Background: an optimization exercise with open tools, aiming at small area, a short achievable clock period and few clock cycles per item. Do not read the settings as production practice.
Function was checked by simulation only, so behaviour that the tests miss may differ from the original.

==> design/flow/design.v <==
module fc_layer_tiled #(
  parameter int NUM_NEURONS  = 10,
  parameter int INPUT_SIZE   = 16,
  parameter int NUM_PE       = 4,
  parameter int DATA_WIDTH   = 16,
  parameter int WEIGHT_WIDTH = 8,
  parameter int ACC_WIDTH    = 32,
  parameter int FRAC_BITS    = 8,
  parameter int OUT_WIDTH    = 16,
  localparam int NUM_GROUPS  = (NUM_NEURONS + NUM_PE - 1) / NUM_PE,
  localparam int WA_W = (NUM_GROUPS * INPUT_SIZE > 1) ? $clog2(NUM_GROUPS * INPUT_SIZE) : 1,
  localparam int BA_W = (NUM_GROUPS > 1) ? $clog2(NUM_GROUPS) : 1,
  localparam int OI_W = (NUM_NEURONS > 1) ? $clog2(NUM_NEURONS) : 1
) (
  input  logic                           clk,
  input  logic                           rst,
  input  logic                           in_valid,
  output logic                           in_ready,
  input  logic [DATA_WIDTH-1:0]          in_data,
  output logic [WA_W-1:0]                weight_addr,
  input  logic [NUM_PE*WEIGHT_WIDTH-1:0] weight_row,
  output logic [BA_W-1:0]                bias_addr,
  input  logic [NUM_PE*ACC_WIDTH-1:0]    bias_row,
  output logic                           out_valid,
  input  logic                           out_ready,
  output logic [OUT_WIDTH-1:0]           out_data,
  output logic [OI_W-1:0]                out_index,
  output logic                           out_last,
  output logic                           busy
);
  localparam int CNT_W  = (INPUT_SIZE > 1) ? $clog2(INPUT_SIZE) : 1;
  localparam int K_W    = $clog2(INPUT_SIZE + 1);
  localparam int E_W    = (NUM_PE > 1) ? $clog2(NUM_PE) : 1;
  localparam int PROD_W = DATA_WIDTH + WEIGHT_WIDTH;
  localparam int LAST_L = NUM_NEURONS - (NUM_GROUPS - 1) * NUM_PE;
  localparam int SAT_MAX_I = (1 << (OUT_WIDTH - 1)) - 1;
  localparam logic signed [ACC_WIDTH-1:0] SAT_MAX = ACC_WIDTH'(SAT_MAX_I);
  localparam logic signed [ACC_WIDTH-1:0] SAT_MIN = ACC_WIDTH'(-SAT_MAX_I - 1);
  localparam logic [1:0] S_LOAD    = 2'd0;
  localparam logic [1:0] S_COMPUTE = 2'd1;
  localparam logic [1:0] S_EMIT    = 2'd2;
  logic [1:0]                   state;
  logic [CNT_W-1:0]             cnt;
  logic [K_W-1:0]               k;
  logic [BA_W-1:0]              g;
  logic [E_W-1:0]               e;
  logic signed [DATA_WIDTH-1:0] buf_mem [INPUT_SIZE];
  logic signed [DATA_WIDTH-1:0] x_reg;
  logic signed [ACC_WIDTH-1:0]  acc [NUM_PE];
  logic signed [ACC_WIDTH-1:0]  term [NUM_PE];
  logic signed [ACC_WIDTH-1:0]  bias_lane [NUM_PE];
  logic [CNT_W-1:0]             k_addr;
  logic                         last_k, last_g, last_e;
  logic signed [ACC_WIDTH-1:0]  shifted;
  logic signed [OUT_WIDTH-1:0]  sat_val;
  function automatic logic signed [ACC_WIDTH-1:0] mac_term(
    input logic signed [DATA_WIDTH-1:0] x,
    input logic [WEIGHT_WIDTH-1:0]      w
  );
    logic signed [PROD_W-1:0] p;
    p = PROD_W'(x) * PROD_W'($signed(w));
    mac_term = {{(ACC_WIDTH - PROD_W){p[PROD_W-1]}}, p};
  endfunction
  assign k_addr = (k >= K_W'(INPUT_SIZE)) ? CNT_W'(INPUT_SIZE - 1) : k[CNT_W-1:0];
  assign last_k = (k == K_W'(INPUT_SIZE));
  assign last_g = (g == BA_W'(NUM_GROUPS - 1));
  assign last_e = (e == (last_g ? E_W'(LAST_L - 1) : E_W'(NUM_PE - 1)));
  assign weight_addr = WA_W'(g) * WA_W'(INPUT_SIZE) + WA_W'(k_addr);
  assign bias_addr   = g;
  assign in_ready    = (state == S_LOAD);
  assign busy        = (state != S_LOAD);
  assign out_valid   = (state == S_EMIT);
  assign out_index   = OI_W'(g) * OI_W'(NUM_PE) + OI_W'(e);
  assign out_last    = out_valid && (out_index == OI_W'(NUM_NEURONS - 1));
  always_comb begin
    for (int p = 0; p < NUM_PE; p++) begin
      term[p]      = mac_term(x_reg, weight_row[p*WEIGHT_WIDTH +: WEIGHT_WIDTH]);
      bias_lane[p] = bias_row[p*ACC_WIDTH +: ACC_WIDTH];
    end
  end
  always_comb begin
    shifted = acc[e] >>> FRAC_BITS;
    if (shifted > SAT_MAX) begin
      sat_val = {1'b0, {(OUT_WIDTH - 1){1'b1}}};
    end else if (shifted < SAT_MIN) begin
      sat_val = {1'b1, {(OUT_WIDTH - 1){1'b0}}};
    end else begin
      sat_val = shifted[OUT_WIDTH-1:0];
    end
    out_data = sat_val;
  end
  always_ff @(posedge clk) begin
    if (state == S_LOAD && in_valid) buf_mem[cnt] <= in_data;
  end
  always_ff @(posedge clk or posedge rst) begin
    if (rst) begin
      state <= S_LOAD;
      cnt   <= '0;
      k     <= '0;
      g     <= '0;
      e     <= '0;
      x_reg <= '0;
      for (int p = 0; p < NUM_PE; p++) acc[p] <= '0;
    end else begin
      case (state)
        S_LOAD: begin
          if (in_valid) begin
            if (cnt == CNT_W'(INPUT_SIZE - 1)) begin
              cnt   <= '0;
              k     <= '0;
              g     <= '0;
              state <= S_COMPUTE;
            end else begin
              cnt <= cnt + CNT_W'(1);
            end
          end
        end
        S_COMPUTE: begin
          x_reg <= buf_mem[k_addr];
          for (int p = 0; p < NUM_PE; p++) begin
            if (k == K_W'(1))    acc[p] <= bias_lane[p] + term[p];
            else if (k != '0)    acc[p] <= acc[p] + term[p];
          end
          if (last_k) begin
            e     <= '0;
            state <= S_EMIT;
          end else begin
            k <= k + K_W'(1);
          end
        end
        S_EMIT: begin
          if (out_ready) begin
            if (last_e) begin
              e <= '0;
              k <= '0;
              if (last_g) begin
                g     <= '0;
                state <= S_LOAD;
              end else begin
                g     <= g + BA_W'(1);
                state <= S_COMPUTE;
              end
            end else begin
              e <= e + E_W'(1);
            end
          end
        end
        default: state <= S_LOAD;
      endcase
    end
  end
endmodule
==> design/flow/run.sh <==
#!/bin/bash
# synth_recipe.tcl (not shown) runs the flow's synth.tcl, then flattens the netlist and writes it again
# the make line also repeats each setting of config.mk as NAME=value (left out here)
make -C /OpenROAD-flow-scripts/flow DESIGN_CONFIG=/design/flow/config.mk WORK_HOME=/design/flow/orfs CLKGATE_MAP_FILE= SYNTH_SCRIPT=/design/flow/synth_recipe.tcl finish
==> design/flow/config.mk <==
export PLATFORM = sky130hd
export DESIGN_NAME = fc_layer_tiled
export DESIGN_NICKNAME = fc_layer_tiled
export VERILOG_FILES = /design/flow/design.v
export SDC_FILE = /design/flow/constraint.sdc
export NUM_CORES = 4
export LEC_CHECK = 0
export CAP_MARGIN = 20
export CORE_MARGIN = 2
export CORE_UTILIZATION = 40
export SLEW_MARGIN = 20
==> design/flow/constraint.sdc <==
create_clock -name core_clock -period 11.0 [get_ports {clk}]
set_input_delay 2.2000 -clock core_clock [delete_from_list [all_inputs] [get_ports {clk}]]
set_output_delay 2.2000 -clock core_clock [all_outputs]
set_load 0.01 [all_outputs]
==> impl_metrics.csv <==
group,metric,value,unit
status,status,"complete, no violations",
finish,post_layout_nets,5541,
place,dp.final_hpwl,90200,um
floorplanning,core-area,105000,um2
clock_network,clock_tree.buffer_depth,3,
logic_synthesis,largest_area_contributor_in_the_netlist,"fa_1",
clock_network,ctsHtreeMaxLevel,2,
sta,fin_hold_ws,474,ps
worst_setup_path,timing.critical_path.slowest_cell_delay,850,ps
floorplanning,ios,212,
worst_setup_path,cp.required,11490,ps
routing,ant_nets,0,
place,dp.cells,5972,
logic_synthesis,synth_fp_nets,5406,
worst_setup_path,timing.critical_path.from,"weight_row[18]",
sta,finalMaxSlewViolations,0,
logic_synthesis,asyncSetResetFlopFracSynth,38.3,%
floorplanning,dieHeight,330,um
sta,skew,58.4,ps
sta,finalSetupViolCount,0,
sta,finalCriticalPeriod,10140,ps
finish,finalNonFillerCells,6066,
clock_network,cts-hold-fix-buffers,0,
routing,drt-initial-drc-count,2004,
place,port-buffer-count,211,
min_path,worstHoldStart,"acc[3][0]",
logic_synthesis,ys_types,90,
clock_network,cts_tree,"yes",
floorplanning,rows,119,
routing,via_per_inst,5.25,
logic_synthesis,synthAdderAreaFrac,29.0,%
global_routing,grt_start_max_net_pins,140,
sta,worst_slew_pin_slew,1140,ps
worst_setup_path,crit_path_end_kind,"flop",
global_routing,grt_pass1_vias,31900,
worst_setup_path,worst_ep_arrival_time,10630,ps
routing,vias_post_dr,31900,
clock_network,clock-root-buffer,"clkbuf_16",
sta,setup-tns-final,0,ps
routing,drt_pass1_iterations,7,
global_routing,number_of_antenna_violations_at_the_first_check_in_global_routing,6,
global_routing,global_route.usage.total,21.7,%
finish,postLayoutCoreUtil,45.3,%
clock_network,cts.clk_slew.worst_paths,60,ps
logic_synthesis,synth-seq-cells,415,
sta,max_freq,0.0986,GHz
finish,syn2layout_area_growth,12.4,%
finish,fillerInstances,10000,
floorplanning,initial_util,40.3,%
floorplanning,dieWidth,330,um
worst_setup_path,timing.rr.start,"x_reg[2]",
finish,layout-drive-gt1-share,5.23,%
min_path,hp-class,"flop to flop",
flow_run,max_cap_violations,0,
worst_setup_path,crit_slowest_cell,"clkdlybuf4s50_1",
logic_synthesis,dominantRegCellSynth,"edfxtp_1",
finish,largest_register_ff_count,256,
clock_network,cts.repair.resized,0,
global_routing,gr-total-overflow,0,
worst_setup_path,critical_path.n_buffers_inverters,5,
sta,slew-limit-headroom,24.2,%
worst_setup_path,critical_path_class,"input pin to flop",
logic_synthesis,seq_area_frac_synth,27.5,%
logic_synthesis,synthMuxAreaShare,3.68,%
logic_synthesis,main_combinational_cell_family_by_area_after_synthesis,"adder cells",
sta,finalHoldViolations,0,
logic_synthesis,synth_area_per_cell,9.44,um2
floorplanning,fp.dieArea,109000,um2
routing,drcViolationCount,0,
logic_synthesis,postSynthCellCount,4495,
worst_setup_path,cp_max_fo,16,
clock_network,numCtsBuffers,47,
worst_setup_path,timing.critical_path.from_type,"input pin",
logic_synthesis,synth_area_leaders,"fa_1 (20%), edfxtp_1 (18%), dfrtp_1 (9.4%)",
logic_synthesis,fraction_of_the_mapped_netlist_area_in_compound_gates,12.3,%
logic_synthesis,synthXorXnorAreaFrac,4.16,%
place,gp_congestion,0.927,
logic_synthesis,yosysWarningCount,4,
sta,setup_repair_after_global_routing_missed_its_margin,"false",
logic_synthesis,mapped_area,42400,um2
global_routing,grt_first_pass_wirelength,182000,um
worst_setup_path,cell_class_contributing_the_biggest_share_of_worst_path_delay,"compound AO/OA/AOI/OAI gates",
logic_synthesis,synth-edff-count,256,
sta,final_min_period_over_clock_period,92.2,%
logic_synthesis,synth-simple-area-share,16.1,%
routing,wirelength,117000,um
clock_network,post_cts_buffers,0,
clock_network,cts.sink_count,415,
logic_synthesis,yosysTopAreaCellShare,19.6,%
clock_network,later_pin_clock_latency_in_the_skew_report,630,ps
routing,routedWlPerCell,19.3,um
[through the flow]
step / cell area [um2] / worst slack, ps
4_1_cts: 47700 / 793
6_report: 47700 / 856
3_5_place_dp: 46100 / 213
5_1_grt: 47700 / 148
3_3_place_gp: 46100 / 417
2_1_floorplan: 42400 / 1600
[cell type report]
class / count / area [um2] / area share, %
multi-input cells: 3261 / 27700 / 58.1
flip-flops and latches: 415 / 11700 / 24.5
repair buffers: 276 / 2610 / 5.48
inverters: 629 / 2370 / 4.97
well taps: 1391 / 1740 / 3.65
clock buffers: 60 / 1280 / 2.70
clock inverters: 28 / 295 / 0.619
diodes: 6 / 15.0 / 0.0315
[cell usage in the layout (no fill, tap or decap), drive strengths merged, types with 60 or more instances in the layout]
cell	count
xor2	69
inv	632
clkdlybuf4s50	211
edfxtp	256
a21oi	129
and2	372
nand2	669
clkbuf	60
fa	416
dfrtp	159
ha	315
buf	65
nor2	184
a21o	86
o21ai	276
xnor2	126
[worst paths after layout]
path,slack (ps),depth (start not counted),endpoint
max,860,34,acc[2][31]
min,470,2,acc[3][0]
max reg2reg,1970,34,acc[2][31]
min reg2reg,470,2,acc[3][0]
max in group asynchronous,7090,4,acc[0][2]
min in group asynchronous,2110,2,cnt[2]
[cell usage after synthesis (all sizes together) (36+ instances only)]
cell type / n
and2: 372
xnor2: 126
nand2b: 42
dfrtp: 159
a21oi: 129
o21ai: 276
o22ai: 36
a21o: 86
nor2: 184
xor2: 69
clkbuf: 166
ha: 315
edfxtp: 256
nand2: 669
mux4: 48
o21a: 36
inv: 629
nor3: 37
fa: 416
[worst register-to-register path: cells and delay by family (launching register included)]
kind / cells / cell delay [ps]
AO/OA/AOI/OAI: 16 / 3190
XOR/XNOR: 1 / 200
adder cells (fa/ha/maj): 6 / 2380
buffers and inverters: 5 / 610
flip-flops: 1 / 1080
multiplexers: 1 / 240
AND/OR/NAND/NOR: 5 / 1180
[cell families (layout without fill, tap and decap cells)]
group,count (synthesis),after routing
XOR/XNOR,196,196
multiplexers,93,93
adder cells (fa/ha/maj),732,732
buffers and inverters,819,993
flip-flops,415,415
other,0,6
AND/OR/NAND/NOR,1437,1437
AO/OA/AOI/OAI,803,803
[layer usage]
layer  global-route usage (%)  vias to the layer above  share of wire [%]  wire length, um
met1                     27.6                    15900                 42            48700
met2                     38.9                      616                 51            60100
met4                     6.34                        4                3.0             3530
li1                         -                    15200                  -                -
met3                     2.22                      147                4.2             4870
met5                        0                        -              0.023               27
Testbench counts, summed over its fixed seeds: cycles 12,320, items 160.

[afterwards: timing with drivers on the ports]
Ports are ideal in the flow. The routed layout listed here was re-timed in OpenROAD. Step 1: set_driving_cell puts a clkbuf_16 on clk and a buf_2 on each other input, an assumption about the parent block. Step 2 also shifts input and output timing later by t, the mid clock arrival at the registers, as if the neighbouring blocks saw the same clock. a / b / c = no drivers / after step 1 / after step 2; a / b = the first two.
shift t [ns]: 0.668
slack for setup (ns): 0.856 / 0.882 / 0.213
worst setup path at the end: input to register
After both steps setup and hold are still met in this run. For this run, drivers alone change the setup slack by +0.026 ns; drivers and shift together by -0.643 ns.
